Source: an optimization exercise on an open RTL-to-GDS flow (aim: small area, a short achievable clock period and few clock cycles per item). Production flows keep margins and buffers that such runs may drop.
In this exercise RTL edits were held to simulation tests only and were not proved equivalent to the original.

--- flow/run.sh ---
#!/bin/bash
# synth_recipe.tcl (not shown) runs the flow's synth.tcl, then flattens the netlist and writes it again
# the make line also repeats each setting of config.mk as NAME=value (left out here)
make -C /OpenROAD-flow-scripts/flow DESIGN_CONFIG=/design/flow/config.mk WORK_HOME=/design/flow/orfs CLKGATE_MAP_FILE= SYNTH_SCRIPT=/design/flow/synth_recipe.tcl finish
--- flow/design.v ---
package idct_pkg;
	typedef logic signed [15:0] sample_t;    
	typedef logic signed [15:0] coeff_t;     
	typedef logic signed [39:0] acc_t;
	typedef logic [7:0]         pixel_t;
	typedef logic [17:0] sram_addr_t;
	typedef logic [15:0] sram_data_t;
	typedef logic [5:0] mat_idx_t;           
	typedef logic [4:0] blk_row_t;
	typedef logic [5:0] blk_col_t;
	typedef enum logic [2:0] {
		CTRL_IDLE,
		CTRL_FETCH,
		CTRL_PASS1,
		CTRL_PASS2,
		CTRL_DRAIN,
		CTRL_DONE
	} ctrl_state_t;
	typedef enum logic [1:0] {
		IO_IDLE,
		IO_READ,
		IO_WRITE
	} io_state_t;
endpackage
`timescale 1ns/1ns
module idct_tstore #(
	parameter int TAP = 0
) (
	input  logic       CLOCK_50_I,
	input  logic [7:0] we,                
	input  logic [7:0][3:0] wd,           
	input  logic [2:0] col,               
	output logic [7:0][3:0] rd            
);
	logic [7:0][7:0][3:0][3:0] ring;      
	always_ff @(posedge CLOCK_50_I) begin
		for (int r = 0; r < 8; r++) begin
			for (int c = 0; c < 8; c++) begin
				ring[r][c][0] <= ring[r][c][1];
				ring[r][c][1] <= ring[r][c][2];
				ring[r][c][2] <= ring[r][c][3];
				ring[r][c][3] <= we[r] ? wd[c] : ring[r][c][0];
			end
		end
	end
	always_comb begin
		for (int r = 0; r < 8; r++) begin
			rd[r] = ring[r][col][TAP];
		end
	end
endmodule
`timescale 1ns/1ns
module idct_ds (
	input  logic       CLOCK_50_I,
	input  logic [2:0] ph,           
	input  logic [3:0] x0,
	input  logic [3:0] x1,
	input  logic [3:0] x2,
	input  logic [3:0] x3,
	input  logic [3:0] x4,
	input  logic [3:0] x5,
	input  logic [3:0] x6,
	input  logic [3:0] x7,
	output logic [3:0] y0,
	output logic [3:0] y1,
	output logic [3:0] y2,
	output logic [3:0] y3,
	output logic [3:0] y4,
	output logic [3:0] y5,
	output logic [3:0] y6,
	output logic [3:0] y7
);
	localparam int LAT = 2;
	logic [2:0] p0;
	assign p0 = ph - 3'd6;
	logic p0_is0;
	assign p0_is0 = (p0 == 3'd0);
	logic [2:0] p1;
	assign p1 = ph - 3'd7;
	logic p1_is0;
	assign p1_is0 = (p1 == 3'd0);
	logic p0_ge1;
	assign p0_ge1 = (p0 >= 3'd1);
	logic p0_ge2;
	assign p0_ge2 = (p0 >= 3'd2);
	logic p0_ge3;
	assign p0_ge3 = (p0 >= 3'd3);
	logic p1_ge1;
	assign p1_ge1 = (p1 >= 3'd1);
	logic p1_ge2;
	assign p1_ge2 = (p1 >= 3'd2);
	logic p1_ge3;
	assign p1_ge3 = (p1 >= 3'd3);
	logic [3:0] d0_r1;
	logic [3:0] d0_r2;
	logic [3:0] d0_r3;
	logic [3:0] d1_r1;
	logic [3:0] d1_r2;
	logic [3:0] d1_r3;
	logic [3:0] d2_r1;
	logic [3:0] d2_r2;
	logic [3:0] d2_r3;
	logic [3:0] d3_r1;
	logic [3:0] d3_r2;
	logic [3:0] d3_r3;
	logic [3:0] b0_r1;
	logic [3:0] b0_r2;
	logic [3:0] b0_r3;
	logic [3:0] b1_r1;
	logic [3:0] b1_r2;
	logic [3:0] b1_r3;
	logic [3:0] u0_r1;
	logic [3:0] u0_r2;
	logic [3:0] u0_r3;
	logic [3:0] u4_r1;
	logic [3:0] u4_r2;
	logic [3:0] u4_r3;
	logic [3:0] t0_r1;
	logic [3:0] t0_r2;
	logic [3:0] t0_r3;
	logic [3:0] t4_r1;
	logic [3:0] t4_r2;
	logic [3:0] t4_r3;
	logic [3:0] t0d_r1;
	logic [3:0] t0d_r2;
	logic [3:0] t0d_r3;
	logic [3:0] t1d_r1;
	logic [3:0] t1d_r2;
	logic [3:0] t1d_r3;
	logic [3:0] t2d_r1;
	logic [3:0] t2d_r2;
	logic [3:0] t2d_r3;
	logic [3:0] t3d_r1;
	logic [3:0] t3d_r2;
	logic [3:0] t3d_r3;
	logic [3:0] y0_2_r1;
	logic [3:0] y4_4_r1;
	logic [3:0] y2_5_r1;
	logic [3:0] y2_8_r1;
	logic [3:0] y2_9_r1;
	logic [3:0] y2_11_r1;
	logic [3:0] y6_14_r1;
	logic [3:0] y6_15_r1;
	logic [3:0] y6_16_r1;
	logic [3:0] y6_18_r1;
	logic [3:0] y1_25_r1;
	logic [3:0] y1_26_r1;
	logic [3:0] y1_27_r1;
	logic [3:0] y1_28_r1;
	logic [3:0] y1_31_r1;
	logic [3:0] y3_38_r1;
	logic [3:0] y3_39_r1;
	logic [3:0] y3_40_r1;
	logic [3:0] y3_41_r1;
	logic [3:0] y3_44_r1;
	logic [3:0] y5_48_r1;
	logic [3:0] y5_50_r1;
	logic [3:0] y5_51_r1;
	logic [3:0] y5_52_r1;
	logic [3:0] y5_53_r1;
	logic [3:0] y5_57_r1;
	logic [3:0] y7_61_r1;
	logic [3:0] y7_63_r1;
	logic [3:0] y7_64_r1;
	logic [3:0] y7_65_r1;
	logic [3:0] y7_66_r1;
	logic [3:0] y7_70_r1;
	logic [3:0] u0_r1_m0_1;
	assign u0_r1_m0_1 = u0_r1 & {4{p0_ge1}};
	logic [3:0] u0_r2_m1_1;
	assign u0_r2_m1_1 = u0_r2 & {4{p1_ge1}};
	logic [3:0] u4_r1_m0_1;
	assign u4_r1_m0_1 = u4_r1 & {4{p0_ge1}};
	logic [3:0] u4_r2_m1_1;
	assign u4_r2_m1_1 = u4_r2 & {4{p1_ge1}};
	logic [3:0] d0_r1_m0_1;
	assign d0_r1_m0_1 = d0_r1 & {4{p0_ge1}};
	logic [3:0] d1_r1_m0_1;
	assign d1_r1_m0_1 = d1_r1 & {4{p0_ge1}};
	logic [3:0] d2_r1_m0_1;
	assign d2_r1_m0_1 = d2_r1 & {4{p0_ge1}};
	logic [3:0] d3_r1_m0_1;
	assign d3_r1_m0_1 = d3_r1 & {4{p0_ge1}};
	logic [3:0] t0_r2_m1_2;
	assign t0_r2_m1_2 = t0_r2 & {4{p1_ge2}};
	logic [3:0] t0_r3_m1_3;
	assign t0_r3_m1_3 = t0_r3 & {4{p1_ge3}};
	logic [3:0] u0_r3_m1_2;
	assign u0_r3_m1_2 = u0_r3 & {4{p1_ge2}};
	logic [3:0] t0_r1_m1_1;
	assign t0_r1_m1_1 = t0_r1 & {4{p1_ge1}};
	logic [3:0] t4_r2_m1_2;
	assign t4_r2_m1_2 = t4_r2 & {4{p1_ge2}};
	logic [3:0] t4_r3_m1_3;
	assign t4_r3_m1_3 = t4_r3 & {4{p1_ge3}};
	logic [3:0] u4_r3_m1_2;
	assign u4_r3_m1_2 = u4_r3 & {4{p1_ge2}};
	logic [3:0] t4_r1_m1_1;
	assign t4_r1_m1_1 = t4_r1 & {4{p1_ge1}};
	logic [3:0] b0_r2_m0_2;
	assign b0_r2_m0_2 = b0_r2 & {4{p0_ge2}};
	logic [3:0] b0_r3_m0_3;
	assign b0_r3_m0_3 = b0_r3 & {4{p0_ge3}};
	logic [3:0] b0_r1_m0_1;
	assign b0_r1_m0_1 = b0_r1 & {4{p0_ge1}};
	logic [3:0] b1_r2_m0_2;
	assign b1_r2_m0_2 = b1_r2 & {4{p0_ge2}};
	logic [3:0] b1_r3_m0_3;
	assign b1_r3_m0_3 = b1_r3 & {4{p0_ge3}};
	logic [3:0] b1_r1_m0_1;
	assign b1_r1_m0_1 = b1_r1 & {4{p0_ge1}};
	logic [3:0] d0_r2_m0_2;
	assign d0_r2_m0_2 = d0_r2 & {4{p0_ge2}};
	logic [3:0] d0_r3_m0_3;
	assign d0_r3_m0_3 = d0_r3 & {4{p0_ge3}};
	logic [3:0] d1_r2_m0_2;
	assign d1_r2_m0_2 = d1_r2 & {4{p0_ge2}};
	logic [3:0] d2_r2_m0_2;
	assign d2_r2_m0_2 = d2_r2 & {4{p0_ge2}};
	logic [3:0] d2_r3_m0_3;
	assign d2_r3_m0_3 = d2_r3 & {4{p0_ge3}};
	logic [3:0] t1d_r2_m0_2;
	assign t1d_r2_m0_2 = t1d_r2 & {4{p0_ge2}};
	logic [3:0] t1d_r3_m0_3;
	assign t1d_r3_m0_3 = t1d_r3 & {4{p0_ge3}};
	logic [3:0] t1d_r1_m0_1;
	assign t1d_r1_m0_1 = t1d_r1 & {4{p0_ge1}};
	logic [3:0] t3d_r1_m0_1;
	assign t3d_r1_m0_1 = t3d_r1 & {4{p0_ge1}};
	logic [3:0] t3d_r2_m0_2;
	assign t3d_r2_m0_2 = t3d_r2 & {4{p0_ge2}};
	logic [3:0] d3_r2_m0_2;
	assign d3_r2_m0_2 = d3_r2 & {4{p0_ge2}};
	logic [3:0] d3_r3_m0_3;
	assign d3_r3_m0_3 = d3_r3 & {4{p0_ge3}};
	logic [3:0] t0d_r2_m0_2;
	assign t0d_r2_m0_2 = t0d_r2 & {4{p0_ge2}};
	logic [3:0] t0d_r3_m0_3;
	assign t0d_r3_m0_3 = t0d_r3 & {4{p0_ge3}};
	logic [3:0] t0d_r1_m0_1;
	assign t0d_r1_m0_1 = t0d_r1 & {4{p0_ge1}};
	logic [3:0] t2d_r1_m0_1;
	assign t2d_r1_m0_1 = t2d_r1 & {4{p0_ge1}};
	logic [3:0] t2d_r2_m0_2;
	assign t2d_r2_m0_2 = t2d_r2 & {4{p0_ge2}};
	logic [3:0] d1_r3_m0_3;
	assign d1_r3_m0_3 = d1_r3 & {4{p0_ge3}};
	logic [3:0] t3d_r3_m0_3;
	assign t3d_r3_m0_3 = t3d_r3 & {4{p0_ge3}};
	logic [3:0] t2d_r3_m0_3;
	assign t2d_r3_m0_3 = t2d_r3 & {4{p0_ge3}};
	logic [3:0] e0;
	logic e0_c, e0_co;
	idct_dsadd e0_u (.a(x0), .b(x7), .ci(p0_is0 ? 1'b0 : e0_c), .s(e0), .co(e0_co));
	logic [3:0] e1;
	logic e1_c, e1_co;
	idct_dsadd e1_u (.a(x1), .b(x6), .ci(p0_is0 ? 1'b0 : e1_c), .s(e1), .co(e1_co));
	logic [3:0] e2;
	logic e2_c, e2_co;
	idct_dsadd e2_u (.a(x2), .b(x5), .ci(p0_is0 ? 1'b0 : e2_c), .s(e2), .co(e2_co));
	logic [3:0] e3;
	logic e3_c, e3_co;
	idct_dsadd e3_u (.a(x3), .b(x4), .ci(p0_is0 ? 1'b0 : e3_c), .s(e3), .co(e3_co));
	logic [3:0] d0;
	logic d0_c, d0_co;
	idct_dsadd d0_u (.a(x0), .b(~x7), .ci(p0_is0 ? 1'b1 : d0_c), .s(d0), .co(d0_co));
	logic [3:0] d1;
	logic d1_c, d1_co;
	idct_dsadd d1_u (.a(x1), .b(~x6), .ci(p0_is0 ? 1'b1 : d1_c), .s(d1), .co(d1_co));
	logic [3:0] d2;
	logic d2_c, d2_co;
	idct_dsadd d2_u (.a(x2), .b(~x5), .ci(p0_is0 ? 1'b1 : d2_c), .s(d2), .co(d2_co));
	logic [3:0] d3;
	logic d3_c, d3_co;
	idct_dsadd d3_u (.a(x3), .b(~x4), .ci(p0_is0 ? 1'b1 : d3_c), .s(d3), .co(d3_co));
	logic [3:0] a0;
	logic a0_c, a0_co;
	idct_dsadd a0_u (.a(e0), .b(e3), .ci(p0_is0 ? 1'b0 : a0_c), .s(a0), .co(a0_co));
	logic [3:0] a1;
	logic a1_c, a1_co;
	idct_dsadd a1_u (.a(e1), .b(e2), .ci(p0_is0 ? 1'b0 : a1_c), .s(a1), .co(a1_co));
	logic [3:0] b0;
	logic b0_c, b0_co;
	idct_dsadd b0_u (.a(e0), .b(~e3), .ci(p0_is0 ? 1'b1 : b0_c), .s(b0), .co(b0_co));
	logic [3:0] b1;
	logic b1_c, b1_co;
	idct_dsadd b1_u (.a(e1), .b(~e2), .ci(p0_is0 ? 1'b1 : b1_c), .s(b1), .co(b1_co));
	logic [3:0] u0;
	logic u0_c, u0_co;
	idct_dsadd u0_u (.a(a0), .b(a1), .ci(p0_is0 ? 1'b0 : u0_c), .s(u0), .co(u0_co));
	logic [3:0] u4;
	logic u4_c, u4_co;
	idct_dsadd u4_u (.a(a0), .b(~a1), .ci(p0_is0 ? 1'b1 : u4_c), .s(u4), .co(u4_co));
	logic [3:0] t0;
	logic t0_c, t0_co;
	idct_dsadd t0_u (.a(u0_r1), .b({u0_r1[2:0], u0_r2_m1_1[3:3]}), .ci(p1_is0 ? 1'b0 : t0_c), .s(t0), .co(t0_co));
	logic [3:0] t4;
	logic t4_c, t4_co;
	idct_dsadd t4_u (.a(u4_r1), .b({u4_r1[2:0], u4_r2_m1_1[3:3]}), .ci(p1_is0 ? 1'b0 : t4_c), .s(t4), .co(t4_co));
	logic [3:0] t0d;
	logic t0d_c, t0d_co;
	idct_dsadd t0d_u (.a(d0), .b({d0[2:0], d0_r1_m0_1[3:3]}), .ci(p0_is0 ? 1'b0 : t0d_c), .s(t0d), .co(t0d_co));
	logic [3:0] t1d;
	logic t1d_c, t1d_co;
	idct_dsadd t1d_u (.a(d1), .b({d1[2:0], d1_r1_m0_1[3:3]}), .ci(p0_is0 ? 1'b0 : t1d_c), .s(t1d), .co(t1d_co));
	logic [3:0] t2d;
	logic t2d_c, t2d_co;
	idct_dsadd t2d_u (.a(d2), .b({d2[2:0], d2_r1_m0_1[3:3]}), .ci(p0_is0 ? 1'b0 : t2d_c), .s(t2d), .co(t2d_co));
	logic [3:0] t3d;
	logic t3d_c, t3d_co;
	idct_dsadd t3d_u (.a(d3), .b({d3[2:0], d3_r1_m0_1[3:3]}), .ci(p0_is0 ? 1'b0 : t3d_c), .s(t3d), .co(t3d_co));
	logic [3:0] y0_1;
	logic y0_1_c, y0_1_co;
	idct_dsadd y0_1_u (.a({t0_r2_m1_2[2:0], t0_r3_m1_3[3:3]}), .b(~{u0_r2_m1_1[1:0], u0_r3_m1_2[3:2]}), .ci(p1_is0 ? 1'b1 : y0_1_c), .s(y0_1), .co(y0_1_co));
	logic [3:0] y0_2;
	logic y0_2_c, y0_2_co;
	idct_dsadd y0_2_u (.a(y0_1), .b(~{t0[0:0], t0_r1_m1_1[3:1]}), .ci(p1_is0 ? 1'b1 : y0_2_c), .s(y0_2), .co(y0_2_co));
	logic [3:0] y4_3;
	logic y4_3_c, y4_3_co;
	idct_dsadd y4_3_u (.a({t4_r2_m1_2[2:0], t4_r3_m1_3[3:3]}), .b(~{u4_r2_m1_1[1:0], u4_r3_m1_2[3:2]}), .ci(p1_is0 ? 1'b1 : y4_3_c), .s(y4_3), .co(y4_3_co));
	logic [3:0] y4_4;
	logic y4_4_c, y4_4_co;
	idct_dsadd y4_4_u (.a(y4_3), .b(~{t4[0:0], t4_r1_m1_1[3:1]}), .ci(p1_is0 ? 1'b1 : y4_4_c), .s(y4_4), .co(y4_4_co));
	logic [3:0] y2_5;
	logic y2_5_c, y2_5_co;
	idct_dsadd y2_5_u (.a({b0_r2_m0_2[0:0], b0_r3_m0_3[3:1]}), .b({b0[1:0], b0_r1_m0_1[3:2]}), .ci(p0_is0 ? 1'b0 : y2_5_c), .s(y2_5), .co(y2_5_co));
	logic [3:0] y2_6;
	logic y2_6_c, y2_6_co;
	idct_dsadd y2_6_u (.a({b1_r2_m0_2[1:0], b1_r3_m0_3[3:2]}), .b(b1_r1_m0_1), .ci(p0_is0 ? 1'b0 : y2_6_c), .s(y2_6), .co(y2_6_co));
	logic [3:0] y2_7;
	logic y2_7_c, y2_7_co;
	idct_dsadd y2_7_u (.a(y2_6), .b(~{b0_r1_m0_1[0:0], b0_r2_m0_2[3:1]}), .ci(p0_is0 ? 1'b1 : y2_7_c), .s(y2_7), .co(y2_7_co));
	logic [3:0] y2_8;
	logic y2_8_c, y2_8_co;
	idct_dsadd y2_8_u (.a(y2_7), .b(~{b0_r1_m0_1[2:0], b0_r2_m0_2[3:3]}), .ci(p0_is0 ? 1'b1 : y2_8_c), .s(y2_8), .co(y2_8_co));
	logic [3:0] y2_9;
	logic y2_9_c, y2_9_co;
	idct_dsadd y2_9_u (.a(b1_r2_m0_2), .b(b1), .ci(p0_is0 ? 1'b0 : y2_9_c), .s(y2_9), .co(y2_9_co));
	logic [3:0] y2_10;
	logic y2_10_c, y2_10_co;
	idct_dsadd y2_10_u (.a(y2_5_r1), .b(y2_8_r1), .ci(p1_is0 ? 1'b0 : y2_10_c), .s(y2_10), .co(y2_10_co));
	logic [3:0] y2_11;
	logic y2_11_c, y2_11_co;
	idct_dsadd y2_11_u (.a(y2_10), .b(~y2_9_r1), .ci(p1_is0 ? 1'b1 : y2_11_c), .s(y2_11), .co(y2_11_co));
	logic [3:0] y6_12;
	logic y6_12_c, y6_12_co;
	idct_dsadd y6_12_u (.a({b0_r2_m0_2[1:0], b0_r3_m0_3[3:2]}), .b(b0_r1_m0_1), .ci(p0_is0 ? 1'b0 : y6_12_c), .s(y6_12), .co(y6_12_co));
	logic [3:0] y6_13;
	logic y6_13_c, y6_13_co;
	idct_dsadd y6_13_u (.a(y6_12), .b({b1_r1_m0_1[0:0], b1_r2_m0_2[3:1]}), .ci(p0_is0 ? 1'b0 : y6_13_c), .s(y6_13), .co(y6_13_co));
	logic [3:0] y6_14;
	logic y6_14_c, y6_14_co;
	idct_dsadd y6_14_u (.a({b1_r1_m0_1[2:0], b1_r2_m0_2[3:3]}), .b(y6_13), .ci(p0_is0 ? 1'b0 : y6_14_c), .s(y6_14), .co(y6_14_co));
	logic [3:0] y6_15;
	logic y6_15_c, y6_15_co;
	idct_dsadd y6_15_u (.a(b0_r2_m0_2), .b(b0), .ci(p0_is0 ? 1'b0 : y6_15_c), .s(y6_15), .co(y6_15_co));
	logic [3:0] y6_16;
	logic y6_16_c, y6_16_co;
	idct_dsadd y6_16_u (.a({b1_r2_m0_2[0:0], b1_r3_m0_3[3:1]}), .b({b1[1:0], b1_r1_m0_1[3:2]}), .ci(p0_is0 ? 1'b0 : y6_16_c), .s(y6_16), .co(y6_16_co));
	logic [3:0] y6_17;
	logic y6_17_c, y6_17_co;
	idct_dsadd y6_17_u (.a(y6_14_r1), .b(~y6_15_r1), .ci(p1_is0 ? 1'b1 : y6_17_c), .s(y6_17), .co(y6_17_co));
	logic [3:0] y6_18;
	logic y6_18_c, y6_18_co;
	idct_dsadd y6_18_u (.a(y6_17), .b(~y6_16_r1), .ci(p1_is0 ? 1'b1 : y6_18_c), .s(y6_18), .co(y6_18_co));
	logic [3:0] y1_19;
	logic y1_19_c, y1_19_co;
	idct_dsadd y1_19_u (.a({d0_r2_m0_2[0:0], d0_r3_m0_3[3:1]}), .b({d1_r1_m0_1[1:0], d1_r2_m0_2[3:2]}), .ci(p0_is0 ? 1'b0 : y1_19_c), .s(y1_19), .co(y1_19_co));
	logic [3:0] y1_20;
	logic y1_20_c, y1_20_co;
	idct_dsadd y1_20_u (.a({d2_r2_m0_2[1:0], d2_r3_m0_3[3:2]}), .b({d2_r1_m0_1[0:0], d2_r2_m0_2[3:1]}), .ci(p0_is0 ? 1'b0 : y1_20_c), .s(y1_20), .co(y1_20_co));
	logic [3:0] y1_21;
	logic y1_21_c, y1_21_co;
	idct_dsadd y1_21_u (.a(d2), .b(y1_19), .ci(p0_is0 ? 1'b0 : y1_21_c), .s(y1_21), .co(y1_21_co));
	logic [3:0] y1_22;
	logic y1_22_c, y1_22_co;
	idct_dsadd y1_22_u (.a(y1_20), .b(~{d0_r1_m0_1[2:0], d0_r2_m0_2[3:3]}), .ci(p0_is0 ? 1'b1 : y1_22_c), .s(y1_22), .co(y1_22_co));
	logic [3:0] y1_23;
	logic y1_23_c, y1_23_co;
	idct_dsadd y1_23_u (.a({d0[0:0], d0_r1_m0_1[3:1]}), .b(d2_r1_m0_1), .ci(p0_is0 ? 1'b0 : y1_23_c), .s(y1_23), .co(y1_23_co));
	logic [3:0] y1_24;
	logic y1_24_c, y1_24_co;
	idct_dsadd y1_24_u (.a({t1d_r2_m0_2[2:0], t1d_r3_m0_3[3:3]}), .b({t1d_r1_m0_1[2:0], t1d_r2_m0_2[3:3]}), .ci(p0_is0 ? 1'b0 : y1_24_c), .s(y1_24), .co(y1_24_co));
	logic [3:0] y1_25;
	logic y1_25_c, y1_25_co;
	idct_dsadd y1_25_u (.a(y1_24), .b({t1d[2:0], t1d_r1_m0_1[3:3]}), .ci(p0_is0 ? 1'b0 : y1_25_c), .s(y1_25), .co(y1_25_co));
	logic [3:0] y1_26;
	logic y1_26_c, y1_26_co;
	idct_dsadd y1_26_u (.a({t3d_r1_m0_1[0:0], t3d_r2_m0_2[3:1]}), .b({t3d[1:0], t3d_r1_m0_1[3:2]}), .ci(p0_is0 ? 1'b0 : y1_26_c), .s(y1_26), .co(y1_26_co));
	logic [3:0] y1_27;
	logic y1_27_c, y1_27_co;
	idct_dsadd y1_27_u (.a(t3d), .b(y1_21), .ci(p0_is0 ? 1'b0 : y1_27_c), .s(y1_27), .co(y1_27_co));
	logic [3:0] y1_28;
	logic y1_28_c, y1_28_co;
	idct_dsadd y1_28_u (.a(y1_22), .b(~y1_23), .ci(p0_is0 ? 1'b1 : y1_28_c), .s(y1_28), .co(y1_28_co));
	logic [3:0] y1_29;
	logic y1_29_c, y1_29_co;
	idct_dsadd y1_29_u (.a(y1_25_r1), .b(y1_26_r1), .ci(p1_is0 ? 1'b0 : y1_29_c), .s(y1_29), .co(y1_29_co));
	logic [3:0] y1_30;
	logic y1_30_c, y1_30_co;
	idct_dsadd y1_30_u (.a(y1_27_r1), .b(y1_28_r1), .ci(p1_is0 ? 1'b0 : y1_30_c), .s(y1_30), .co(y1_30_co));
	logic [3:0] y1_31;
	logic y1_31_c, y1_31_co;
	idct_dsadd y1_31_u (.a(y1_29), .b(y1_30), .ci(p1_is0 ? 1'b0 : y1_31_c), .s(y1_31), .co(y1_31_co));
	logic [3:0] y3_32;
	logic y3_32_c, y3_32_co;
	idct_dsadd y3_32_u (.a({d0_r1_m0_1[1:0], d0_r2_m0_2[3:2]}), .b({d2_r1_m0_1[2:0], d2_r2_m0_2[3:3]}), .ci(p0_is0 ? 1'b0 : y3_32_c), .s(y3_32), .co(y3_32_co));
	logic [3:0] y3_33;
	logic y3_33_c, y3_33_co;
	idct_dsadd y3_33_u (.a({d2[0:0], d2_r1_m0_1[3:1]}), .b(d3_r1_m0_1), .ci(p0_is0 ? 1'b0 : y3_33_c), .s(y3_33), .co(y3_33_co));
	logic [3:0] y3_34;
	logic y3_34_c, y3_34_co;
	idct_dsadd y3_34_u (.a(y3_32), .b(~{d2_r2_m0_2[0:0], d2_r3_m0_3[3:1]}), .ci(p0_is0 ? 1'b1 : y3_34_c), .s(y3_34), .co(y3_34_co));
	logic [3:0] y3_35;
	logic y3_35_c, y3_35_co;
	idct_dsadd y3_35_u (.a({d3_r2_m0_2[1:0], d3_r3_m0_3[3:2]}), .b({d3_r1_m0_1[0:0], d3_r2_m0_2[3:1]}), .ci(p0_is0 ? 1'b0 : y3_35_c), .s(y3_35), .co(y3_35_co));
	logic [3:0] y3_36;
	logic y3_36_c, y3_36_co;
	idct_dsadd y3_36_u (.a(d3), .b(y3_35), .ci(p0_is0 ? 1'b0 : y3_36_c), .s(y3_36), .co(y3_36_co));
	logic [3:0] y3_37;
	logic y3_37_c, y3_37_co;
	idct_dsadd y3_37_u (.a({t0d_r2_m0_2[2:0], t0d_r3_m0_3[3:3]}), .b({t0d_r1_m0_1[2:0], t0d_r2_m0_2[3:3]}), .ci(p0_is0 ? 1'b0 : y3_37_c), .s(y3_37), .co(y3_37_co));
	logic [3:0] y3_38;
	logic y3_38_c, y3_38_co;
	idct_dsadd y3_38_u (.a(y3_37), .b({t0d[2:0], t0d_r1_m0_1[3:3]}), .ci(p0_is0 ? 1'b0 : y3_38_c), .s(y3_38), .co(y3_38_co));
	logic [3:0] y3_39;
	logic y3_39_c, y3_39_co;
	idct_dsadd y3_39_u (.a(y3_33), .b(y3_34), .ci(p0_is0 ? 1'b0 : y3_39_c), .s(y3_39), .co(y3_39_co));
	logic [3:0] y3_40;
	logic y3_40_c, y3_40_co;
	idct_dsadd y3_40_u (.a({t1d_r1_m0_1[0:0], t1d_r2_m0_2[3:1]}), .b({t1d[1:0], t1d_r1_m0_1[3:2]}), .ci(p0_is0 ? 1'b0 : y3_40_c), .s(y3_40), .co(y3_40_co));
	logic [3:0] y3_41;
	logic y3_41_c, y3_41_co;
	idct_dsadd y3_41_u (.a(t1d), .b(y3_36), .ci(p0_is0 ? 1'b0 : y3_41_c), .s(y3_41), .co(y3_41_co));
	logic [3:0] y3_42;
	logic y3_42_c, y3_42_co;
	idct_dsadd y3_42_u (.a(y3_38_r1), .b(y3_39_r1), .ci(p1_is0 ? 1'b0 : y3_42_c), .s(y3_42), .co(y3_42_co));
	logic [3:0] y3_43;
	logic y3_43_c, y3_43_co;
	idct_dsadd y3_43_u (.a(y3_40_r1), .b(y3_41_r1), .ci(p1_is0 ? 1'b0 : y3_43_c), .s(y3_43), .co(y3_43_co));
	logic [3:0] y3_44;
	logic y3_44_c, y3_44_co;
	idct_dsadd y3_44_u (.a(y3_42), .b(~y3_43), .ci(p1_is0 ? 1'b1 : y3_44_c), .s(y3_44), .co(y3_44_co));
	logic [3:0] y5_45;
	logic y5_45_c, y5_45_co;
	idct_dsadd y5_45_u (.a({d0_r2_m0_2[1:0], d0_r3_m0_3[3:2]}), .b({d0_r1_m0_1[0:0], d0_r2_m0_2[3:1]}), .ci(p0_is0 ? 1'b0 : y5_45_c), .s(y5_45), .co(y5_45_co));
	logic [3:0] y5_46;
	logic y5_46_c, y5_46_co;
	idct_dsadd y5_46_u (.a(d0), .b({d1_r1_m0_1[2:0], d1_r2_m0_2[3:3]}), .ci(p0_is0 ? 1'b0 : y5_46_c), .s(y5_46), .co(y5_46_co));
	logic [3:0] y5_47;
	logic y5_47_c, y5_47_co;
	idct_dsadd y5_47_u (.a({d1[0:0], d1_r1_m0_1[3:1]}), .b({d3_r1_m0_1[1:0], d3_r2_m0_2[3:2]}), .ci(p0_is0 ? 1'b0 : y5_47_c), .s(y5_47), .co(y5_47_co));
	logic [3:0] y5_48;
	logic y5_48_c, y5_48_co;
	idct_dsadd y5_48_u (.a(y5_45), .b(~d0_r1_m0_1), .ci(p0_is0 ? 1'b1 : y5_48_c), .s(y5_48), .co(y5_48_co));
	logic [3:0] y5_49;
	logic y5_49_c, y5_49_co;
	idct_dsadd y5_49_u (.a({t2d_r1_m0_1[0:0], t2d_r2_m0_2[3:1]}), .b(~{d1_r2_m0_2[0:0], d1_r3_m0_3[3:1]}), .ci(p0_is0 ? 1'b1 : y5_49_c), .s(y5_49), .co(y5_49_co));
	logic [3:0] y5_50;
	logic y5_50_c, y5_50_co;
	idct_dsadd y5_50_u (.a(y5_49), .b({t2d[1:0], t2d_r1_m0_1[3:2]}), .ci(p0_is0 ? 1'b0 : y5_50_c), .s(y5_50), .co(y5_50_co));
	logic [3:0] y5_51;
	logic y5_51_c, y5_51_co;
	idct_dsadd y5_51_u (.a(t2d), .b({t3d_r2_m0_2[2:0], t3d_r3_m0_3[3:3]}), .ci(p0_is0 ? 1'b0 : y5_51_c), .s(y5_51), .co(y5_51_co));
	logic [3:0] y5_52;
	logic y5_52_c, y5_52_co;
	idct_dsadd y5_52_u (.a({t3d_r1_m0_1[2:0], t3d_r2_m0_2[3:3]}), .b({t3d[2:0], t3d_r1_m0_1[3:3]}), .ci(p0_is0 ? 1'b0 : y5_52_c), .s(y5_52), .co(y5_52_co));
	logic [3:0] y5_53;
	logic y5_53_c, y5_53_co;
	idct_dsadd y5_53_u (.a(y5_46), .b(y5_47), .ci(p0_is0 ? 1'b0 : y5_53_c), .s(y5_53), .co(y5_53_co));
	logic [3:0] y5_54;
	logic y5_54_c, y5_54_co;
	idct_dsadd y5_54_u (.a(y5_48_r1), .b(y5_50_r1), .ci(p1_is0 ? 1'b0 : y5_54_c), .s(y5_54), .co(y5_54_co));
	logic [3:0] y5_55;
	logic y5_55_c, y5_55_co;
	idct_dsadd y5_55_u (.a(y5_51_r1), .b(y5_52_r1), .ci(p1_is0 ? 1'b0 : y5_55_c), .s(y5_55), .co(y5_55_co));
	logic [3:0] y5_56;
	logic y5_56_c, y5_56_co;
	idct_dsadd y5_56_u (.a(y5_53_r1), .b(y5_54), .ci(p1_is0 ? 1'b0 : y5_56_c), .s(y5_56), .co(y5_56_co));
	logic [3:0] y5_57;
	logic y5_57_c, y5_57_co;
	idct_dsadd y5_57_u (.a(y5_55), .b(y5_56), .ci(p1_is0 ? 1'b0 : y5_57_c), .s(y5_57), .co(y5_57_co));
	logic [3:0] y7_58;
	logic y7_58_c, y7_58_co;
	idct_dsadd y7_58_u (.a(d1_r1_m0_1), .b({d2_r1_m0_1[1:0], d2_r2_m0_2[3:2]}), .ci(p0_is0 ? 1'b0 : y7_58_c), .s(y7_58), .co(y7_58_co));
	logic [3:0] y7_59;
	logic y7_59_c, y7_59_co;
	idct_dsadd y7_59_u (.a({d3_r1_m0_1[2:0], d3_r2_m0_2[3:3]}), .b({d3[0:0], d3_r1_m0_1[3:1]}), .ci(p0_is0 ? 1'b0 : y7_59_c), .s(y7_59), .co(y7_59_co));
	logic [3:0] y7_60;
	logic y7_60_c, y7_60_co;
	idct_dsadd y7_60_u (.a(y7_58), .b(~{d1_r2_m0_2[1:0], d1_r3_m0_3[3:2]}), .ci(p0_is0 ? 1'b1 : y7_60_c), .s(y7_60), .co(y7_60_co));
	logic [3:0] y7_61;
	logic y7_61_c, y7_61_co;
	idct_dsadd y7_61_u (.a({d1_r1_m0_1[0:0], d1_r2_m0_2[3:1]}), .b(d1), .ci(p0_is0 ? 1'b0 : y7_61_c), .s(y7_61), .co(y7_61_co));
	logic [3:0] y7_62;
	logic y7_62_c, y7_62_co;
	idct_dsadd y7_62_u (.a({t0d_r1_m0_1[0:0], t0d_r2_m0_2[3:1]}), .b(~{d3_r2_m0_2[0:0], d3_r3_m0_3[3:1]}), .ci(p0_is0 ? 1'b1 : y7_62_c), .s(y7_62), .co(y7_62_co));
	logic [3:0] y7_63;
	logic y7_63_c, y7_63_co;
	idct_dsadd y7_63_u (.a(y7_62), .b({t0d[1:0], t0d_r1_m0_1[3:2]}), .ci(p0_is0 ? 1'b0 : y7_63_c), .s(y7_63), .co(y7_63_co));
	logic [3:0] y7_64;
	logic y7_64_c, y7_64_co;
	idct_dsadd y7_64_u (.a(t0d), .b({t2d_r2_m0_2[2:0], t2d_r3_m0_3[3:3]}), .ci(p0_is0 ? 1'b0 : y7_64_c), .s(y7_64), .co(y7_64_co));
	logic [3:0] y7_65;
	logic y7_65_c, y7_65_co;
	idct_dsadd y7_65_u (.a({t2d_r1_m0_1[2:0], t2d_r2_m0_2[3:3]}), .b({t2d[2:0], t2d_r1_m0_1[3:3]}), .ci(p0_is0 ? 1'b0 : y7_65_c), .s(y7_65), .co(y7_65_co));
	logic [3:0] y7_66;
	logic y7_66_c, y7_66_co;
	idct_dsadd y7_66_u (.a(y7_59), .b(y7_60), .ci(p0_is0 ? 1'b0 : y7_66_c), .s(y7_66), .co(y7_66_co));
	logic [3:0] y7_67;
	logic y7_67_c, y7_67_co;
	idct_dsadd y7_67_u (.a(y7_63_r1), .b(~y7_61_r1), .ci(p1_is0 ? 1'b1 : y7_67_c), .s(y7_67), .co(y7_67_co));
	logic [3:0] y7_68;
	logic y7_68_c, y7_68_co;
	idct_dsadd y7_68_u (.a(y7_64_r1), .b(y7_65_r1), .ci(p1_is0 ? 1'b0 : y7_68_c), .s(y7_68), .co(y7_68_co));
	logic [3:0] y7_69;
	logic y7_69_c, y7_69_co;
	idct_dsadd y7_69_u (.a(y7_66_r1), .b(y7_67), .ci(p1_is0 ? 1'b0 : y7_69_c), .s(y7_69), .co(y7_69_co));
	logic [3:0] y7_70;
	logic y7_70_c, y7_70_co;
	idct_dsadd y7_70_u (.a(y7_68), .b(y7_69), .ci(p1_is0 ? 1'b0 : y7_70_c), .s(y7_70), .co(y7_70_co));
	assign y0 = y0_2_r1;
	assign y1 = y1_31_r1;
	assign y2 = y2_11_r1;
	assign y3 = y3_44_r1;
	assign y4 = y4_4_r1;
	assign y5 = y5_57_r1;
	assign y6 = y6_18_r1;
	assign y7 = y7_70_r1;
	always_ff @(posedge CLOCK_50_I) begin
		e0_c <= e0_co;
		e1_c <= e1_co;
		e2_c <= e2_co;
		e3_c <= e3_co;
		d0_c <= d0_co;
		d1_c <= d1_co;
		d2_c <= d2_co;
		d3_c <= d3_co;
		a0_c <= a0_co;
		a1_c <= a1_co;
		b0_c <= b0_co;
		b1_c <= b1_co;
		u0_c <= u0_co;
		u4_c <= u4_co;
		t0_c <= t0_co;
		t4_c <= t4_co;
		t0d_c <= t0d_co;
		t1d_c <= t1d_co;
		t2d_c <= t2d_co;
		t3d_c <= t3d_co;
		y0_1_c <= y0_1_co;
		y0_2_c <= y0_2_co;
		y4_3_c <= y4_3_co;
		y4_4_c <= y4_4_co;
		y2_5_c <= y2_5_co;
		y2_6_c <= y2_6_co;
		y2_7_c <= y2_7_co;
		y2_8_c <= y2_8_co;
		y2_9_c <= y2_9_co;
		y2_10_c <= y2_10_co;
		y2_11_c <= y2_11_co;
		y6_12_c <= y6_12_co;
		y6_13_c <= y6_13_co;
		y6_14_c <= y6_14_co;
		y6_15_c <= y6_15_co;
		y6_16_c <= y6_16_co;
		y6_17_c <= y6_17_co;
		y6_18_c <= y6_18_co;
		y1_19_c <= y1_19_co;
		y1_20_c <= y1_20_co;
		y1_21_c <= y1_21_co;
		y1_22_c <= y1_22_co;
		y1_23_c <= y1_23_co;
		y1_24_c <= y1_24_co;
		y1_25_c <= y1_25_co;
		y1_26_c <= y1_26_co;
		y1_27_c <= y1_27_co;
		y1_28_c <= y1_28_co;
		y1_29_c <= y1_29_co;
		y1_30_c <= y1_30_co;
		y1_31_c <= y1_31_co;
		y3_32_c <= y3_32_co;
		y3_33_c <= y3_33_co;
		y3_34_c <= y3_34_co;
		y3_35_c <= y3_35_co;
		y3_36_c <= y3_36_co;
		y3_37_c <= y3_37_co;
		y3_38_c <= y3_38_co;
		y3_39_c <= y3_39_co;
		y3_40_c <= y3_40_co;
		y3_41_c <= y3_41_co;
		y3_42_c <= y3_42_co;
		y3_43_c <= y3_43_co;
		y3_44_c <= y3_44_co;
		y5_45_c <= y5_45_co;
		y5_46_c <= y5_46_co;
		y5_47_c <= y5_47_co;
		y5_48_c <= y5_48_co;
		y5_49_c <= y5_49_co;
		y5_50_c <= y5_50_co;
		y5_51_c <= y5_51_co;
		y5_52_c <= y5_52_co;
		y5_53_c <= y5_53_co;
		y5_54_c <= y5_54_co;
		y5_55_c <= y5_55_co;
		y5_56_c <= y5_56_co;
		y5_57_c <= y5_57_co;
		y7_58_c <= y7_58_co;
		y7_59_c <= y7_59_co;
		y7_60_c <= y7_60_co;
		y7_61_c <= y7_61_co;
		y7_62_c <= y7_62_co;
		y7_63_c <= y7_63_co;
		y7_64_c <= y7_64_co;
		y7_65_c <= y7_65_co;
		y7_66_c <= y7_66_co;
		y7_67_c <= y7_67_co;
		y7_68_c <= y7_68_co;
		y7_69_c <= y7_69_co;
		y7_70_c <= y7_70_co;
		d0_r1 <= d0;
		d0_r2 <= d0_r1;
		d0_r3 <= d0_r2;
		d1_r1 <= d1;
		d1_r2 <= d1_r1;
		d1_r3 <= d1_r2;
		d2_r1 <= d2;
		d2_r2 <= d2_r1;
		d2_r3 <= d2_r2;
		d3_r1 <= d3;
		d3_r2 <= d3_r1;
		d3_r3 <= d3_r2;
		b0_r1 <= b0;
		b0_r2 <= b0_r1;
		b0_r3 <= b0_r2;
		b1_r1 <= b1;
		b1_r2 <= b1_r1;
		b1_r3 <= b1_r2;
		u0_r1 <= u0;
		u0_r2 <= u0_r1;
		u0_r3 <= u0_r2;
		u4_r1 <= u4;
		u4_r2 <= u4_r1;
		u4_r3 <= u4_r2;
		t0_r1 <= t0;
		t0_r2 <= t0_r1;
		t0_r3 <= t0_r2;
		t4_r1 <= t4;
		t4_r2 <= t4_r1;
		t4_r3 <= t4_r2;
		t0d_r1 <= t0d;
		t0d_r2 <= t0d_r1;
		t0d_r3 <= t0d_r2;
		t1d_r1 <= t1d;
		t1d_r2 <= t1d_r1;
		t1d_r3 <= t1d_r2;
		t2d_r1 <= t2d;
		t2d_r2 <= t2d_r1;
		t2d_r3 <= t2d_r2;
		t3d_r1 <= t3d;
		t3d_r2 <= t3d_r1;
		t3d_r3 <= t3d_r2;
		y0_2_r1 <= y0_2;
		y4_4_r1 <= y4_4;
		y2_5_r1 <= y2_5;
		y2_8_r1 <= y2_8;
		y2_9_r1 <= y2_9;
		y2_11_r1 <= y2_11;
		y6_14_r1 <= y6_14;
		y6_15_r1 <= y6_15;
		y6_16_r1 <= y6_16;
		y6_18_r1 <= y6_18;
		y1_25_r1 <= y1_25;
		y1_26_r1 <= y1_26;
		y1_27_r1 <= y1_27;
		y1_28_r1 <= y1_28;
		y1_31_r1 <= y1_31;
		y3_38_r1 <= y3_38;
		y3_39_r1 <= y3_39;
		y3_40_r1 <= y3_40;
		y3_41_r1 <= y3_41;
		y3_44_r1 <= y3_44;
		y5_48_r1 <= y5_48;
		y5_50_r1 <= y5_50;
		y5_51_r1 <= y5_51;
		y5_52_r1 <= y5_52;
		y5_53_r1 <= y5_53;
		y5_57_r1 <= y5_57;
		y7_61_r1 <= y7_61;
		y7_63_r1 <= y7_63;
		y7_64_r1 <= y7_64;
		y7_65_r1 <= y7_65;
		y7_66_r1 <= y7_66;
		y7_70_r1 <= y7_70;
	end
endmodule
module idct_dsadd (
	input  logic [3:0] a,
	input  logic [3:0] b,
	input  logic       ci,
	output logic [3:0] s,
	output logic       co
);
	logic [4:0] c;
	assign c[0] = ci;
	for (genvar i = 0; i < 4; i++) begin : g_fa
		assign s[i]   = a[i] ^ b[i] ^ c[i];
		assign c[i+1] = (a[i] & b[i]) | (a[i] & c[i]) | (b[i] & c[i]);
	end
	assign co = c[4];
endmodule
`timescale 1ns/1ns
module idct_top (
	input  logic                 CLOCK_50_I,
	input  logic                 resetn,
	input  logic                 start,
	input  idct_pkg::blk_row_t   block_row,
	input  idct_pkg::blk_col_t   block_col,
	output logic                 busy,
	output logic                 done,
	input  idct_pkg::sram_data_t sram_read_data,
	output idct_pkg::sram_data_t sram_write_data,
	output idct_pkg::sram_addr_t sram_address,
	output logic                 sram_we_n
);
	localparam int L       = 2;               
	localparam int DONE_TC = 150 + L;
	localparam int WR0     = 93 + L;          
	localparam int PIX0    = 85 + L;          
	logic [7:0] tc;
	logic       accept;
	assign accept = start && !busy;
	always_ff @(posedge CLOCK_50_I or negedge resetn) begin
		if (!resetn) begin
			busy <= 1'b0;
			done <= 1'b0;
			tc   <= '0;
		end else begin
			if (accept) begin
				busy <= 1'b1;
				done <= 1'b0;
				tc   <= 8'd1;
			end else begin
				done <= 1'b0;
				if (busy) begin
					tc <= tc + 8'd1;
					if (tc == 8'(DONE_TC - 1)) begin
						busy <= 1'b0;
						done <= 1'b1;
					end
				end
			end
		end
	end
	logic [4:0]  rq;
	logic [5:0]  kq;
	logic [13:0] mpos;                        
	logic [7:0]  wz;                          
	logic        wr_load;                     
	logic [2:0]  wr_i;
	logic [1:0]  wr_w;
	logic        rd_step;
	logic [14:0] hi_sum;
	assign mpos    = {1'b0, rq, 8'd0} + {3'b0, rq, 6'd0} + {8'd0, kq};
	assign wz      = tc - 8'(WR0);
	assign wr_load = busy && (wz < 8'd64) && !wz[3];
	assign wr_i    = wz[2:0];
	assign wr_w    = wz[5:4];
	assign rd_step = busy && (tc >= 8'd3) && (tc <= 8'd65);
	assign hi_sum  = sram_address[17:3] + (rd_step ? 15'd40 : 15'd20);
	always_ff @(posedge CLOCK_50_I) begin
		rq <= block_row;
		kq <= block_col;
		if (tc == 8'd2) begin
			sram_address <= {15'(mpos) + 15'd9600, 3'd0};
		end else if (rd_step) begin
			if (sram_address[2:0] == 3'd7) begin
				sram_address <= {hi_sum, 3'd0};
			end else begin
				sram_address[2:0] <= sram_address[2:0] + 3'd1;
			end
		end else if (wr_load) begin
			if (wr_i == 3'd0) begin
				sram_address <= {2'b0, mpos, wr_w};
			end else begin
				sram_address[17:3] <= hi_sum;
			end
		end
	end
	logic [10:0][15:0] sr;                    
	logic [7:0]  fz;                          
	logic [2:0]  dk;
	logic        pass2_ld;
	logic [7:0][3:0] sdig;
	logic [7:0][3:0] tdig;
	logic [7:0][3:0] xr;
	logic [2:0]  rd_col;
	assign fz       = tc - 8'd5;
	assign dk       = fz[2:0];
	assign pass2_ld = (fz >= 8'd72);
	assign rd_col   = fz[5:3] - 3'd1;         
	always_comb begin
		for (int n = 0; n < 8; n++) begin
			case (dk[1:0])
				2'd0:    sdig[n] = sr[7 - n][3:0];
				2'd1:    sdig[n] = sr[8 - n][7:4];
				2'd2:    sdig[n] = sr[9 - n][11:8];
				default: sdig[n] = sr[10 - n][15:12];
			endcase
		end
	end
	always_ff @(posedge CLOCK_50_I) begin
		sr[0] <= sram_read_data;
		for (int p = 1; p < 11; p++) begin
			sr[p] <= sr[p - 1];
		end
		for (int n = 0; n < 8; n++) begin
			if (dk[2]) begin
				xr[n] <= {4{xr[n][3]}};       
			end else if (pass2_ld) begin
				xr[n] <= tdig[n];
			end else begin
				xr[n] <= sdig[n];
			end
		end
	end
	logic [7:0][3:0] y;
	idct_ds u_ds (
		.CLOCK_50_I(CLOCK_50_I), .ph(tc[2:0]),
		.x0(xr[0]), .x1(xr[1]), .x2(xr[2]), .x3(xr[3]),
		.x4(xr[4]), .x5(xr[5]), .x6(xr[6]), .x7(xr[7]),
		.y0(y[0]), .y1(y[1]), .y2(y[2]), .y3(y[3]),
		.y4(y[4]), .y5(y[5]), .y6(y[6]), .y7(y[7])
	);
	logic [7:0] tz;                           
	logic [7:0] t_we;
	assign tz = tc - 8'(16 + L);
	always_comb begin
		for (int r = 0; r < 8; r++) begin
			t_we[r] = (tz < 8'd64) && (tz[5:3] == 3'(r)) && !tz[2];
		end
	end
	idct_tstore #(.TAP((L + 3) % 4)) u_t (
		.CLOCK_50_I(CLOCK_50_I), .we(t_we), .wd(y), .col(rd_col), .rd(tdig)
	);
	logic [7:0][3:0] yd1, yd2, yd3;
	logic [7:0][7:0] pix;
	logic [7:0][7:0] pa, pb;
	logic [7:0] pz;
	assign pz = tc - 8'(PIX0);
	always_comb begin
		for (int i = 0; i < 8; i++) begin
			if (y[i][3]) begin
				pix[i] = 8'd0;
			end else if ((|y[i][2:0]) || (|yd1[i])) begin
				pix[i] = 8'd255;
			end else begin
				pix[i] = {yd2[i], yd3[i]};
			end
		end
	end
	always_ff @(posedge CLOCK_50_I) begin
		for (int i = 0; i < 8; i++) begin
			yd1[i] <= y[i];
			yd2[i] <= yd1[i];
			yd3[i] <= yd2[i];
			if (pz < 8'd64 && pz[2:0] == 3'd0) begin
				if (pz[3]) begin
					pb[i] <= pix[i];
				end else begin
					pa[i] <= pix[i];
				end
			end
		end
		if (wr_load) begin
			sram_write_data <= {pa[wr_i], (wr_i == 3'd0) ? pix[0] : pb[wr_i]};
		end
	end
	always_ff @(posedge CLOCK_50_I or negedge resetn) begin
		if (!resetn) begin
			sram_we_n <= 1'b1;
		end else begin
			sram_we_n <= !wr_load;
		end
	end
endmodule
--- flow/config.mk ---
export PLATFORM = sky130hd
export DESIGN_NAME = idct_top
export DESIGN_NICKNAME = idct_top
export VERILOG_FILES = /design/flow/design.v
export SDC_FILE = /design/flow/constraint.sdc
export NUM_CORES = 4
export LEC_CHECK = 0
export CAP_MARGIN = 20
export CORE_MARGIN = 2
export CORE_UTILIZATION = 30
export PLACE_DENSITY = 0.5
export SLEW_MARGIN = 20
--- flow/constraint.sdc ---
create_clock -name core_clock -period 9.0 [get_ports {CLOCK_50_I}]
set_input_delay 1.8000 -clock core_clock [delete_from_list [all_inputs] [get_ports {CLOCK_50_I}]]
set_output_delay 1.8000 -clock core_clock [all_outputs]
set_load 0.01 [all_outputs]
==> metrics.md, run 1 <==
| Metric | Value |
|---|---|
| Status | `finished clean` |
| Worst Reg-to-Reg Cells | `13` |
| Final worst setup slack | `3.113 ns` |
| Multi-input gate area | `17380 µm²` |
| Crit Path Category | `flop to flop` |
| RSZ-0062 raised after global routing | `no` |
| Slew margin rel. | `28.69%` |
| Row cnt | `162` |
| Max incr delay on CP | `0.73 ns` |
| Total wire length | `130500 µm` |
| Area contributors post-synth | `dfxtp_1, fa_1, edfxtp_1` |
| Drt wl/cell | `18.84 µm` |
| TritonCTS clock tree | `done` |
| Fillers | `18570` |
| Hold-fix buffers, CTS | `0` |
| Synth Flop Type | `dfxtp_1` |
| Number of flops mapped to enable cells by yosys | `167` |
| DP HPWL | `88080 µm` |
| I/O Pins | `67` |
| Final setup TNS | `0 ns` |
| Yosys top cell by area | `dfxtp_1` |
| Post-synth ARST share | `0.5959%` |
| Port bufs | `66` |
| Avg Inst Size Synth | `14.44 µm²` |
| Worst path cell trace | `inv_1, ha_1, nand2b_2, buf_4, nand2b_1, fa_1, inv_1, fa_1, inv_1, fa_1, fa_1, fa_1, fa_1` |
| Core box area | `194400 µm²` |
| Post-route ant nets | `0` |
| Setup crit end kind | `flop` |
| Crit start category | `flop` |
| DR top layer | `met5` |
| Die area | `198800 µm²` |
| Sequential Area | `38690 µm²` |
| Setup Fix Bufs, Post-CTS | `0` |
| Hold Path Cell Cnt | `0` |
| Yosys warnings | `3` |
| Area of placed instances | `62200 µm²` |
| Clock-pin slew on the worst setup and hold paths | `0.06 ns` |
| Num CTS Buffers | `185` |
| Sequential area share after synthesis | `66.04%` |
| Post-route cell area | `68750 µm²` |
| Vias | `28480` |
| Synth top area share | `57.00%` |
| Gp weighted congestion | `0.8125` |
| Htree depth | `4` |
| Nets@finish | `4628` |
| Final std cells w/o fill | `6928` |
| Cells after DPL | `6578` |
| First-pass DRT Iterations | `7` |
| Area grow syn2layout | `17.37%` |
| Largest net degree at the start of global routing | `65` |
| Hold Vio Cnt, Final | `0` |
| Min-delay worst type | `flop to flop` |
| CP max stage cell | `fa_1` |
| Met3 wire length | `6328 µm` |
| Achievable frequency | `169.9 MHz` |
| Vias in the first global route | `30980` |
| M1 WL | `60060 µm` |
| WP data arrival | `6.54 ns` |
| Starting Density | `30.14%` |
| Reg2reg setup slack | `3.11 ns` |
| Crit path time final | `5.887 ns` |
| GRT Total Usage | `13.38%` |
| CTS root buffer | `clkbuf_16` |
| Initial antenna violation count | `20` |
| Most used cell, CP | `fa_1` |
| Pre-CTS setup slack | `3.084 ns` |
| Die height | `445.9 µm` |
| Crit path max fanout | `22` |
| Final Max Tran Viols | `0` |
| Proportion of layout cells with a drive suffix above 1 | `13.85%` |
| Tcrit/Tclk final | `65.41%` |
| Clk buf depth | `3` |
| Post-route DRC violation count | `0` |
| First-pass GRT wire length | `197400 µm` |
| Register bit total from synthesis | `1846` |
| Synth Cell Area | `58580 µm²` |
| Layout Skew | `0.03820 ns` |
| CTS Sinks | `1846` |
| Die width | `445.9 µm` |
| DRT iter0 DRCs | `1560` |
| Post-Syn Nets | `4462` |
| # Max-Cap Violations | `0` |
| Resized Gates After CTS | `0` |
| Number of vias per cell | `4.111` |
| Worst-Margin Slew | `1.066 ns` |
| Endpoints failing setup | `0` |
| Library cells used by synthesis | `68` |
| Syn Inst Count | `4057` |
| GRT overflow | `0` |
| Crit path required time | `9.66 ns` |
| Clk latency of the worst-skew pair | `0.81 ns` |
| Met2 wire length | `59770 µm` |
==> registers in the layout, summed over array words and instances, names as in the netlist, 6 cells and up, named ones only <==
| signal | cells |
|---|---|
| kq | 6 |
| pa | 64 |
| pb | 64 |
| sr | 152 |
| sram_address | 17 |
| sram_write_data | 16 |
| tc | 8 |
| u_t.ring | 1024 |
| xr | 32 |
| yd1 | 32 |
| yd2 | 32 |
| yd3 | 32 |
==> cells in the final DEF, fill, tap and decap left out, types with 10 or more instances in the layout <==
cell type and instances:
bufinv_16 16, xor2_1 16, o21ai_0 79, and2_1 43, edfxtp_1 167, clkinv_2 34
nor2_1 50, clkbuf_1 32, nor2b_1 49, fa_1 348, nor4_1 10, mux2i_1 29
dfxtp_1 1667, mux4_2 96, a31oi_1 11, xnor2_1 34, a21oi_1 86, clkbuf_16 190
o21ai_1 24, nand3_1 10, a222oi_1 32, nand2b_1 22, clkdlybuf4s50_1 66, buf_4 43
ha_1 24, nand2_1 205, mux2_2 101, clkbuf_8 44, mux2_1 164, inv_1 516
a211oi_1 19
==> synthesized netlist by cell type, types with 11 or more instances <==
library cell and count:
mux2_2 101, nand2_1 208, buf_2 34, and2_1 43
o21ai_0 80, mux4_2 96, nand3_1 11, ha_1 27
a222oi_1 32, clkbuf_1 74, inv_1 516, xnor2_1 36
fa_1 348, xor2_1 16, mux2_1 164, edfxtp_1 167
a211oi_1 19, mux2i_1 29, a21oi_1 86, nand2b_1 23
o21ai_1 25, a31oi_1 11, nor2b_1 50, nor2_1 50
dfxtp_1 1668
==> through the flow <==
stage | hold slack (ns) | utilization (%)
2_1_floorplan | 0.3096 | -
3_3_place_gp | 0.3100 | 32.00
3_5_place_dp | 0.3121 | 32.00
4_1_cts | 0.3100 | 35.37
5_1_grt | 0.3132 | 35.37
6_report | 0.3111 | 35.37
==> worst paths after layout <==
kind | from | to
worst max-delay path | tc[2]$_DFFE_PN0P_ | u_ds.y1_27_r1[3]$_DFF_P_
worst min-delay path | u_t.ring[584]$_DFF_P_ | u_t.ring[580]$_DFF_P_
worst max register to register | tc[2]$_DFFE_PN0P_ | u_ds.y1_27_r1[3]$_DFF_P_
worst min register to register | u_t.ring[584]$_DFF_P_ | u_t.ring[580]$_DFF_P_
max in group asynchronous | resetn | tc[0]$_DFFE_PN0P_
min in group asynchronous | resetn | tc[5]$_DFFE_PN0P_
==> critical path, delay by kind of cell (launching register included) <==
kind                     cells  cell delay (ns)
adder cells (fa/ha/maj)      7             3.56
buffers and inverters        4             0.82
flip-flops                   1             0.68
AND/OR/NAND/NOR              2             0.64
==> routing by layer <==
metal,vias up,track usage (%)
met4,4,4.810
met3,224,2.828
met1,14240,17.84
li1,13460,-
met2,557,21.42
met5,-,0
==> cell families after synthesis <==
logic type | count (synthesis) | synth area share (%)
AO/OA/AOI/OAI | 297 | 3.247
XOR/XNOR | 52 | 0.7775
flip-flops | 1846 | 66.04
AND/OR/NAND/NOR | 440 | 3.635
buffers and inverters | 650 | 4.434
multiplexers | 390 | 9.281
adder cells (fa/ha/maj) | 382 | 12.59
==> final cells by class <==
| cell class | instances | share of cell area (%) |
|---|---|---|
| antenna | 4 | 0.01456 |
| clock buffer | 267 | 7.978 |
| clock inverter | 79 | 1.543 |
| inverter | 519 | 2.833 |
| multi-input combinational | 1561 | 25.28 |
| sequential | 1846 | 56.27 |
| tap | 2542 | 4.626 |
| timing repair buffer | 110 | 1.459 |
Testbench counts, summed over its fixed seeds: cycles 19,456, blocks 128.
==> inputs of run 2 (changes only) <==
--- a/flow/config.mk
+++ b/flow/config.mk
@@ -7,2 +7,3 @@
 export LEC_CHECK = 0
+export ABC_CLOCK_PERIOD_IN_PS = 3500
 export CAP_MARGIN = 20
@@ -11,2 +12,3 @@
 export PLACE_DENSITY = 0.5
+export SETUP_SLACK_MARGIN = 5
 export SLEW_MARGIN = 20
==> metrics.md, run 2 <==
| Metric | Value |
|---|---|
| Adder-Cell Fraction of Synth Area | `12.59%` |
| Port bufs | `66` |
| Post-synth ARST share | `0.5959%` |
| Number of vias per cell | `4.151` |
| CTS root buffer | `clkbuf_16` |
| Row cnt | `162` |
| Synth Area in Compound Gates | `3.247%` |
| DP HPWL | `88940 µm` |
| Hold-fix buffers, CTS | `0` |
| Endpoints failing setup | `0` |
| Synth top area share | `57.00%` |
| Yosys top cell by area | `dfxtp_1` |
| Synth Cell Area | `58580 µm²` |
| GRT overflow | `0` |
| Tcrit/Tclk final | `47.29%` |
| Clk latency of the worst-skew pair | `0.81 ns` |
| RSZ-0062 raised after global routing | `yes` |
| WP data arrival | `4.95 ns` |
| Worst-Margin Slew | `1.164 ns` |
| # Max-Cap Violations | `0` |
| Die height | `445.9 µm` |
| Sequential area share after synthesis | `66.04%` |
| CTS Sinks | `1846` |
| Setup crit end kind | `flop` |
| Status | `finished clean` |
| Total wire length | `140500 µm` |
| Crit path required time | `9.70 ns` |
| Final Max Tran Viols | `0` |
| Proportion of layout cells with a drive suffix above 1 | `25.01%` |
| Synth Flop Type | `dfxtp_1` |
| First-pass DRT Iterations | `6` |
| Crit path time final | `4.256 ns` |
| Most common cell after layout, fill and taps aside | `dfxtp_1` |
| I/O Pins | `67` |
| Vias in the first global route | `31110` |
| Clk buf depth | `3` |
| RR Startpoint | `tc[1]$_DFFE_PN0P_` |
| Min-delay worst type | `flop to flop` |
| Gp weighted congestion | `0.7941` |
| Post-Syn Nets | `4462` |
| Met3 wire length | `5950 µm` |
| Worst hold endpoint | `u_t.ring[856]$_DFF_P_` |
| Area contributors post-synth | `dfxtp_1, fa_1, edfxtp_1` |
| Area grow syn2layout | `22.43%` |
| Hold Path Cell Cnt | `0` |
| DRT iter0 DRCs | `1814` |
| Die area | `198800 µm²` |
| Drt wl/cell | `19.85 µm` |
| Post-route ant nets | `0` |
| Die width | `445.9 µm` |
| Hold Vio Cnt, Final | `0` |
| Slew margin rel. | `22.29%` |
| First-pass GRT wire length | `208000 µm` |
| Post-synthesis mux area share | `9.281%` |
| Nets@finish | `4791` |
| Starting Density | `30.14%` |
| Avg Inst Size Synth | `14.44 µm²` |
| Crit Path Category | `flop to flop` |
| TritonCTS clock tree | `done` |
| Vias | `29390` |
| Number of flops mapped to enable cells by yosys | `167` |
| M1 WL | `66010 µm` |
| Syn Inst Count | `4057` |
| Post-synth top cells | `dfxtp_1, inv_1, fa_1` |
| Initial antenna violation count | `23` |
| Met2 wire length | `65250 µm` |
| Clock-pin slew on the worst setup and hold paths | `0.06 ns` |
| XOR/XNOR Fraction of Synth Area | `0.7775%` |
| Crit start category | `flop` |
| Reg2reg setup slack | `4.74 ns` |
| Library cells used by synthesis | `68` |
| GRT Total Usage | `14.28%` |
| Num CTS Buffers | `181` |
| Worst Reg-to-Reg Cells | `17` |
| Htree depth | `4` |
| Largest family of logic cells by synthesized area | `adder cells` |
| Post-route DRC violation count | `0` |
| Largest Register | `u_t.ring` |
| Yosys warnings | `3` |
| Worst hold margin | `0.3101 ns` |
| Crit path max fanout | `4` |
| Layout Skew | `0.04573 ns` |
| Final setup TNS | `0 ns` |
| Top Registers | `u_t.ring (1024), sr (152)` |
| Synth Area in Simple Gates | `3.635%` |
| Min-delay src | `u_t.ring[860]$_DFF_P_` |
| DR top layer | `met5` |
| Largest net degree at the start of global routing | `65` |
| Core box area | `194400 µm²` |
| Commonest cells after routing, fill and taps aside | `dfxtp_1, inv_1, fa_2` |
| Achievable frequency | `234.9 MHz` |
| Register bit total from synthesis | `1846` |
| Fillers | `18350` |
| Most common cell in the synthesized netlist | `dfxtp_1` |
| Worst R2R End | `u_ds.y6_14_r1[3]$_DFF_P_` |
| Max FFs per register | `1024` |
[run 2: routing by layer]
metal,track usage [%],up-vias
met1,19.73,14850
met5,0,-
met4,3.976,2
met2,23.04,551
li1,-,13800
met3,2.387,181
[run 2: through the flow]
step | setup WS (ns) | cell area [µm²] | util, % | std cells
after global placement | 3.743 | 62550 | 32.18 | 6585
after detailed placement | 3.647 | 62550 | 32.18 | 6585
after global routing | 4.632 | 71710 | 36.89 | 7077
after floorplan | 4.510 | 59040 | - | 4057
final | 4.744 | 71720 | 36.89 | 7079
after CTS | 4.712 | 71230 | 36.65 | 7049
[run 2: layout make-up]
| cell class | count | area (µm²) | area share (%) |
|---|---|---|---|
| Sequential cell | 1846 | 38690 | 53.95 |
| Multi-Input combinational cell | 1562 | 18460 | 25.73 |
| Clock buffer | 273 | 5503 | 7.673 |
| Tap cell | 2542 | 3181 | 4.435 |
| Timing Repair Buffer | 276 | 3014 | 4.203 |
| Inverter | 519 | 1983 | 2.765 |
| Clock inverter | 59 | 882.1 | 1.230 |
| Antenna cell | 2 | 5.005 | 0.006979 |
[run 2: worst max-delay path, cell delays in order, from the launching register on]
cell	delay, ns
dfrtp_2	0.43
inv_4	0.07
ha_4	0.28
nand2b_4	0.21
buf_6	0.12
buf_6	0.09
buf_6	0.09
buf_6	0.10
nand2_4	0.05
maj3_2	0.31
fa_2	0.54
inv_2	0.04
fa_2	0.35
fa_2	0.54
inv_2	0.04
fa_2	0.35
fa_2	0.52
inv_1	0.04
[run 2: worst max-delay path by stage]
stage	start	end	slack (ns)
5_1_grt	tc[1]$_DFFE_PN0P_	u_ds.y6_14_r1[3]$_DFF_P_	4.63
6_report	tc[1]$_DFFE_PN0P_	u_ds.y6_14_r1[3]$_DFF_P_	4.74
2_1_floorplan	tc[2]$_DFFE_PN0P_	u_ds.y2_9_r1[3]$_DFF_P_	4.51
4_1_cts	tc[2]$_DFFE_PN0P_	u_ds.y6_15_r1[3]$_DFF_P_	4.71
3_3_place_gp	tc[1]$_DFFE_PN0P_	u_ds.y3_41_r1[3]$_DFF_P_	3.74
3_5_place_dp	tc[1]$_DFFE_PN0P_	u_ds.y3_41_r1[3]$_DFF_P_	3.65
[run 2: cells by family after synthesis]
kind of cell | after synthesis
flip-flops | 1846
buffers and inverters | 650
AND/OR/NAND/NOR | 440
multiplexers | 390
adder cells (fa/ha/maj) | 382
AO/OA/AOI/OAI | 297
XOR/XNOR | 52
[run 2: what timing repair did]
item,CTS,global route
hold endpoints to repair,0,0
setup buffers,115,27
gates resized for setup,264,117
pin swaps,113,91
endpoints found under the setup margin,330,78
cloned,17,1

==> separate check: timing with driven ports <==
Ports are ideal in the flow. The routed layouts listed here were re-timed in OpenROAD.
Step 1 (the two cells are an assumption about what drives the block):
set clk [get_ports {CLOCK_50_I}]
set_driving_cell -lib_cell sky130_fd_sc_hd__clkbuf_16 $clk
set_driving_cell -lib_cell sky130_fd_sc_hd__buf_2 [delete_from_list [all_inputs] $clk]
Step 2 adds t to the input delays and takes it off the output delays; t is the mean of the earliest and latest rising clock arrival at the registers after step 1. Input paths then give back, and output paths get back, about the clock's delay inside the block.
Slacks: ideal / step 1 / step 2; pairs: ideal / step 1.
run | shift t [ns] | slack for setup (ns) | worst setup path at the end | slew at the worst register clock pin (ns)
run 1 | 0.871 | 3.113 / 3.113 / 3.113 | register to register | 0.07 / 0.07
run 2 | 0.866 | 4.744 / 4.744 / 4.744 | register to register | 0.07 / 0.07
After both steps setup and hold are still met in every run listed.
